What follows belongs to an exercise in optimizing a design on an open flow for small area; a production flow would make more cautious choices.
Only simulation tests tie the RTL to the original design; equivalence was not proved.

## flow/constraint.sdc

```tcl
create_clock -name core_clock -period 8.0 [get_ports {clk}]
set_input_delay 1.6000 -clock core_clock [delete_from_list [all_inputs] [get_ports {clk}]]
set_output_delay 1.6000 -clock core_clock [all_outputs]
set_load 0.01 [all_outputs]
```

## flow/run.sh

```bash
#!/bin/bash
# synth_recipe.tcl (not shown) runs the flow's synth.tcl, then flattens the netlist and writes it again
# the make line also repeats each setting of config.mk as NAME=value (left out here)
make -C /OpenROAD-flow-scripts/flow DESIGN_CONFIG=/design/flow/config.mk WORK_HOME=/design/flow/orfs CLKGATE_MAP_FILE= SYNTH_SCRIPT=/design/flow/synth_recipe.tcl finish
```

## flow/config.mk

```make
export PLATFORM = sky130hd
export DESIGN_NAME = home_inventory_event_engine
export DESIGN_NICKNAME = home_inventory_event_engine
export VERILOG_FILES = /design/flow/design.v
export SDC_FILE = /design/flow/constraint.sdc
export NUM_CORES = 4
export LEC_CHECK = 0
export CAP_MARGIN = 20
export CORE_MARGIN = 2
export CORE_UTILIZATION = 40
export SLEW_MARGIN = 20
```

## flow/design.v

```verilog
package home_inventory_event_engine_pkg;
  localparam int DEF_NCH        = 8;
  localparam int DEF_SW         = 32;
  localparam int DEF_TSW        = 32;
  localparam int DEF_CW         = 16;
  localparam int DEF_FIFO_DEPTH = 16;
  localparam int DROP_CNT_W     = 16;
  localparam int REC_TS_LSB = 0;
  typedef enum logic {
    CH_ARMED = 1'b0,
    CH_FIRED = 1'b1
  } ch_state_e;
endpackage
import home_inventory_event_engine_pkg::*;
module home_inventory_evt_fifo
#(
  parameter int W     = 40,
  parameter int DEPTH = 16
) (
  input  logic                    clk,
  input  logic                    rst,
  input  logic                    i_push,
  input  logic [W-1:0]            i_data,
  output logic                    o_valid,
  input  logic                    i_ready,
  output logic [W-1:0]            o_data,
  output logic [$clog2(DEPTH):0]  o_level,
  output logic                    o_overflow,
  output logic [DROP_CNT_W-1:0]   o_drop_count,
  input  logic                    i_ovf_clr
);
  localparam int AW = $clog2(DEPTH);
  logic [W-1:0]            r_mem [DEPTH];
  logic [AW:0]             r_wr_ptr;
  logic [AW:0]             r_rd_ptr;
  logic                    r_overflow;
  logic [DROP_CNT_W-1:0]   r_drop_cnt;
  logic [AW:0]             w_level;
  logic                    w_full;
  logic                    w_valid;
  logic                    w_pop;
  logic                    w_wr;
  logic                    w_drop;
  logic [DROP_CNT_W:0]     w_drop_inc;
  assign w_level = r_wr_ptr - r_rd_ptr;
  assign w_full  = w_level[AW];
  assign w_valid = (w_level != '0);
  assign w_pop   = w_valid & i_ready;
  assign w_wr    = i_push & (~w_full | w_pop);
  assign w_drop  = i_push & w_full & ~w_pop;
  assign w_drop_inc = {1'b0, r_drop_cnt} + {{DROP_CNT_W{1'b0}}, 1'b1};
  for (genvar gk = 0; gk < DEPTH; gk = gk + 1) begin : g_row
    always_ff @(posedge clk) begin
      if (w_wr && (r_wr_ptr[AW-1:0] == AW'(gk))) begin
        r_mem[gk] <= i_data;
      end
    end
  end
  always_comb begin
    o_data = '0;
    for (int k = 0; k < DEPTH; k++) begin
      o_data = o_data | (r_mem[k] & {W{w_valid && (r_rd_ptr[AW-1:0] == AW'(k))}});
    end
  end
  always_ff @(posedge clk) begin
    if (rst) begin
      r_wr_ptr   <= '0;
      r_rd_ptr   <= '0;
      r_overflow <= 1'b0;
      r_drop_cnt <= '0;
    end else begin
      if (w_wr) begin
        r_wr_ptr <= r_wr_ptr + 1'b1;
      end
      if (w_pop) begin
        r_rd_ptr <= r_rd_ptr + 1'b1;
      end
      if (w_drop) begin
        r_overflow <= 1'b1;
        if (i_ovf_clr) begin
          r_drop_cnt <= DROP_CNT_W'(1);
        end else if (!w_drop_inc[DROP_CNT_W]) begin
          r_drop_cnt <= w_drop_inc[DROP_CNT_W-1:0];
        end
      end else if (i_ovf_clr) begin
        r_overflow <= 1'b0;
        r_drop_cnt <= '0;
      end
    end
  end
  assign o_valid      = w_valid;
  assign o_level      = w_level;
  assign o_overflow   = r_overflow;
  assign o_drop_count = r_drop_cnt;
endmodule
import home_inventory_event_engine_pkg::*;
module home_inventory_event_engine
#(
  parameter int NCH        = DEF_NCH,
  parameter int SW         = DEF_SW,
  parameter int TSW        = DEF_TSW,
  parameter int CW         = DEF_CW,
  parameter int FIFO_DEPTH = DEF_FIFO_DEPTH
) (
  input  logic                           clk,
  input  logic                           rst,
  input  logic                           sample_valid,
  input  logic [TSW-1:0]                 ts_now,
  input  logic [NCH-1:0]                 evt_en,
  input  logic [NCH-1:0]                 edge_mode,
  input  logic [NCH*SW-1:0]              thresh_flat,
  input  logic [NCH*SW-1:0]              hyst_flat,
  input  logic [NCH*SW-1:0]              sample_flat,
  input  logic [NCH-1:0]                 clr_counts,
  output logic [NCH*CW-1:0]              evt_count_flat,
  output logic [NCH*TSW-1:0]             last_delta_flat,
  output logic [NCH*TSW-1:0]             last_ts_ch_flat,
  output logic [TSW-1:0]                 last_ts,
  output logic                           rd_valid,
  input  logic                           rd_ready,
  output logic [NCH-1:0]                 rd_mask,
  output logic [TSW-1:0]                 rd_ts,
  output logic [$clog2(FIFO_DEPTH):0]    fifo_level,
  output logic                           fifo_overflow,
  output logic [DROP_CNT_W-1:0]          drop_count,
  input  logic                           ovf_clr
);
  logic [NCH-1:0]   w_hit_mask;
  logic [TSW-1:0]   r_last_ts;
  logic             w_push;
  logic [TSW-1:0]   w_ts_n;
  assign w_ts_n = ~ts_now;
  genvar gi;
  for (gi = 0; gi < NCH; gi = gi + 1) begin : g_ch
    logic            r_rise;
    logic            r_fired;
    logic            r_seen;
    logic [CW-1:0]   r_count;
    logic [TSW-1:0]  r_last_ts_ch;
    logic [TSW-1:0]  r_last_delta;
    logic [SW-1:0]   w_sample;
    logic [SW-1:0]   w_thresh;
    logic [SW-1:0]   w_hyst;
    logic            w_en;
    logic            w_act;
    logic            w_over;
    logic            w_under;
    logic            w_hit;
    logic            w_wipe;
    assign w_sample = sample_flat[gi*SW +: SW];
    assign w_thresh = thresh_flat[gi*SW +: SW];
    assign w_hyst   = hyst_flat[gi*SW +: SW];
    assign w_en     = evt_en[gi];
    assign w_act    = w_en & sample_valid;
    logic [SW:0]     w_c;
    logic [SW:0]     w_k;
    logic [SW-1:0]   w_d;
    assign w_c[0] = 1'b0;
    assign w_k[0] = 1'b1;
    for (genvar b = 0; b < SW; b = b + 1) begin : g_cmp
      assign w_d[b]   = w_thresh[b] ^ ~w_sample[b] ^ w_c[b];
      assign w_c[b+1] = (w_thresh[b] & ~w_sample[b]) | (w_c[b] & (w_thresh[b] | ~w_sample[b]));
      assign w_k[b+1] = (w_d[b] & ~w_hyst[b]) | (w_k[b] & (w_d[b] | ~w_hyst[b]));
    end
    assign w_over  = ~w_c[SW];
    assign w_under = w_c[SW] & w_k[SW];
    assign w_hit  = w_act & w_over & ~(edge_mode[gi] & r_fired);
    assign w_wipe = w_act & r_rise;
    logic [TSW:0]    w_dc;
    logic [TSW-1:0]  w_nd;
    assign w_dc[0] = 1'b0;
    for (genvar b = 0; b < TSW; b = b + 1) begin : g_dlt
      assign w_nd[b]   = w_ts_n[b] ^ r_last_ts_ch[b] ^ w_dc[b];
      assign w_dc[b+1] = (w_ts_n[b] & r_last_ts_ch[b]) | (w_dc[b] & (w_ts_n[b] | r_last_ts_ch[b]));
    end
    logic [CW:0]     w_ic;
    logic [CW-1:0]   w_isum;
    assign w_ic[0] = w_hit;
    for (genvar b = 0; b < CW; b = b + 1) begin : g_inc
      assign w_isum[b]  = r_count[b] ^ w_ic[b];
      assign w_ic[b+1]  = r_count[b] & w_ic[b];
    end
    always_ff @(posedge clk) begin
      if (rst) begin
        r_rise  <= 1'b1;
        r_fired <= 1'b0;
      end else begin
        r_rise  <= ~w_en | (r_rise & ~sample_valid);
        if (!w_en || !edge_mode[gi]) begin
          r_fired <= 1'b0;
        end else if (sample_valid) begin
          r_fired <= r_fired ? ~w_under : w_over;
        end
      end
    end
    always_ff @(posedge clk) begin
      if (rst) begin
        r_seen       <= 1'b0;
        r_last_ts_ch <= '0;
        r_last_delta <= '0;
      end else if (w_hit) begin
        r_last_delta <= (r_seen & ~r_rise) ? ~w_nd : '0;
        r_last_ts_ch <= ts_now;
        r_seen       <= 1'b1;
      end else if (w_wipe) begin
        r_seen       <= 1'b0;
        r_last_ts_ch <= '0;
        r_last_delta <= '0;
      end
    end
    always_ff @(posedge clk) begin
      if (rst) begin
        r_count <= '0;
      end else if (clr_counts[gi]) begin
        r_count <= {{(CW-1){1'b0}}, w_hit};
      end else begin
        r_count <= w_isum | {CW{w_ic[CW]}};
      end
    end
    assign w_hit_mask[gi]                 = w_hit;
    assign evt_count_flat[gi*CW +: CW]    = r_count;
    assign last_delta_flat[gi*TSW +: TSW] = r_last_delta;
    assign last_ts_ch_flat[gi*TSW +: TSW] = r_last_ts_ch;
  end
  assign w_push = |w_hit_mask;
  always_ff @(posedge clk) begin
    if (rst) begin
      r_last_ts <= '0;
    end else if (w_push) begin
      r_last_ts <= ts_now;
    end
  end
  assign last_ts = r_last_ts;
  home_inventory_evt_fifo #(
    .W     (NCH + TSW),
    .DEPTH (FIFO_DEPTH)
  ) u_evt_fifo (
    .clk          (clk),
    .rst          (rst),
    .i_push       (w_push),
    .i_data       ({w_hit_mask, ts_now}),
    .o_valid      (rd_valid),
    .i_ready      (rd_ready),
    .o_data       ({rd_mask, rd_ts}),
    .o_level      (fifo_level),
    .o_overflow   (fifo_overflow),
    .o_drop_count (drop_count),
    .i_ovf_clr    (ovf_clr)
  );
endmodule
```

==> parameters.txt <==
Parameter                              Value

Yosys
  Seq cells post-synth    1363
  Largest family of logic cells by synthesized area    adder cells
  Multiplexer share of the synthesized area    0.0305%
  Most common flop cell mapped by yosys    dfxtp_1
  Total nets after synthesis    7267
  Synthesized cell area    65700 µm²
  Simple logic cell fraction of the synthesized area    9.00%
  Sequential share of the synthesized area    51.3%
  Proportion of netlist area held by the largest area contributor    29.2%
  Average size of a mapped cell    11.3 µm²
  Count of synthesis-stage warnings from yosys    3
  Top post-synthesis cells by area    edfxtp_1 (29%), dfxtp_1 (22%), fa_1 (15%)
  FFs w/ async S/R, synth    0%
  Netlist cell types    85
  Cell accounting for the most synthesized area    edfxtp_1
  Post-synth EDFFs    640
  Post-synthesis compound-gate area fraction    13.8%
  Xor/xnor cell area share of the yosys netlist    0.506%
  Synth Instances    5800
  Adder and majority cell fraction of the synthesized area    19.0%

Run status
  Last stage the flow got to    I/O pin placement (3_2_place_iop)
  Outcome    stopped before the end
  Halt Reason    [ERROR PPL-0024] Number of IO pins (1564) exceeds maximum number of available positions (1480). Increase the die perimeter from 1637.38um to 2127.04um.

Floorplan
  Starting density of the core    40.3%
  Core Rows    148
  Y dimension of the die    409 µm
  Die X-Extent    409 µm
==> Yosys cell counts (8+ instances only) <==
library cell / n
nor2b_1: 64
nand2_1: 407
maj3_1: 75
nand2b_1: 56
a22o_1: 164
a31oi_1: 10
a221oi_1: 171
and2_1: 16
fa_1: 489
a211oi_1: 12
nor3_1: 25
maj3_2: 9
nand3_1: 280
xor2_1: 19
a211o_1: 8
o211ai_1: 15
buf_1: 16
a22oi_1: 259
dfxtp_1: 723
a21oi_1: 346
o21ai_0: 42
xnor2_1: 19
nand4_1: 48
o21a_1: 121
a222oi_1: 11
edfxtp_1: 640
inv_1: 755
nor2_1: 354
o22ai_1: 19
clkbuf_1: 323
o221ai_1: 21
and3_1: 13
ha_1: 149
==> cells by family after synthesis <==
family | count (synthesis)
flops | 1363
simple gates | 1302
compound gates | 1266
buf+inv | 1107
fa+ha+maj | 722
xor+xnor | 38
mux | 2
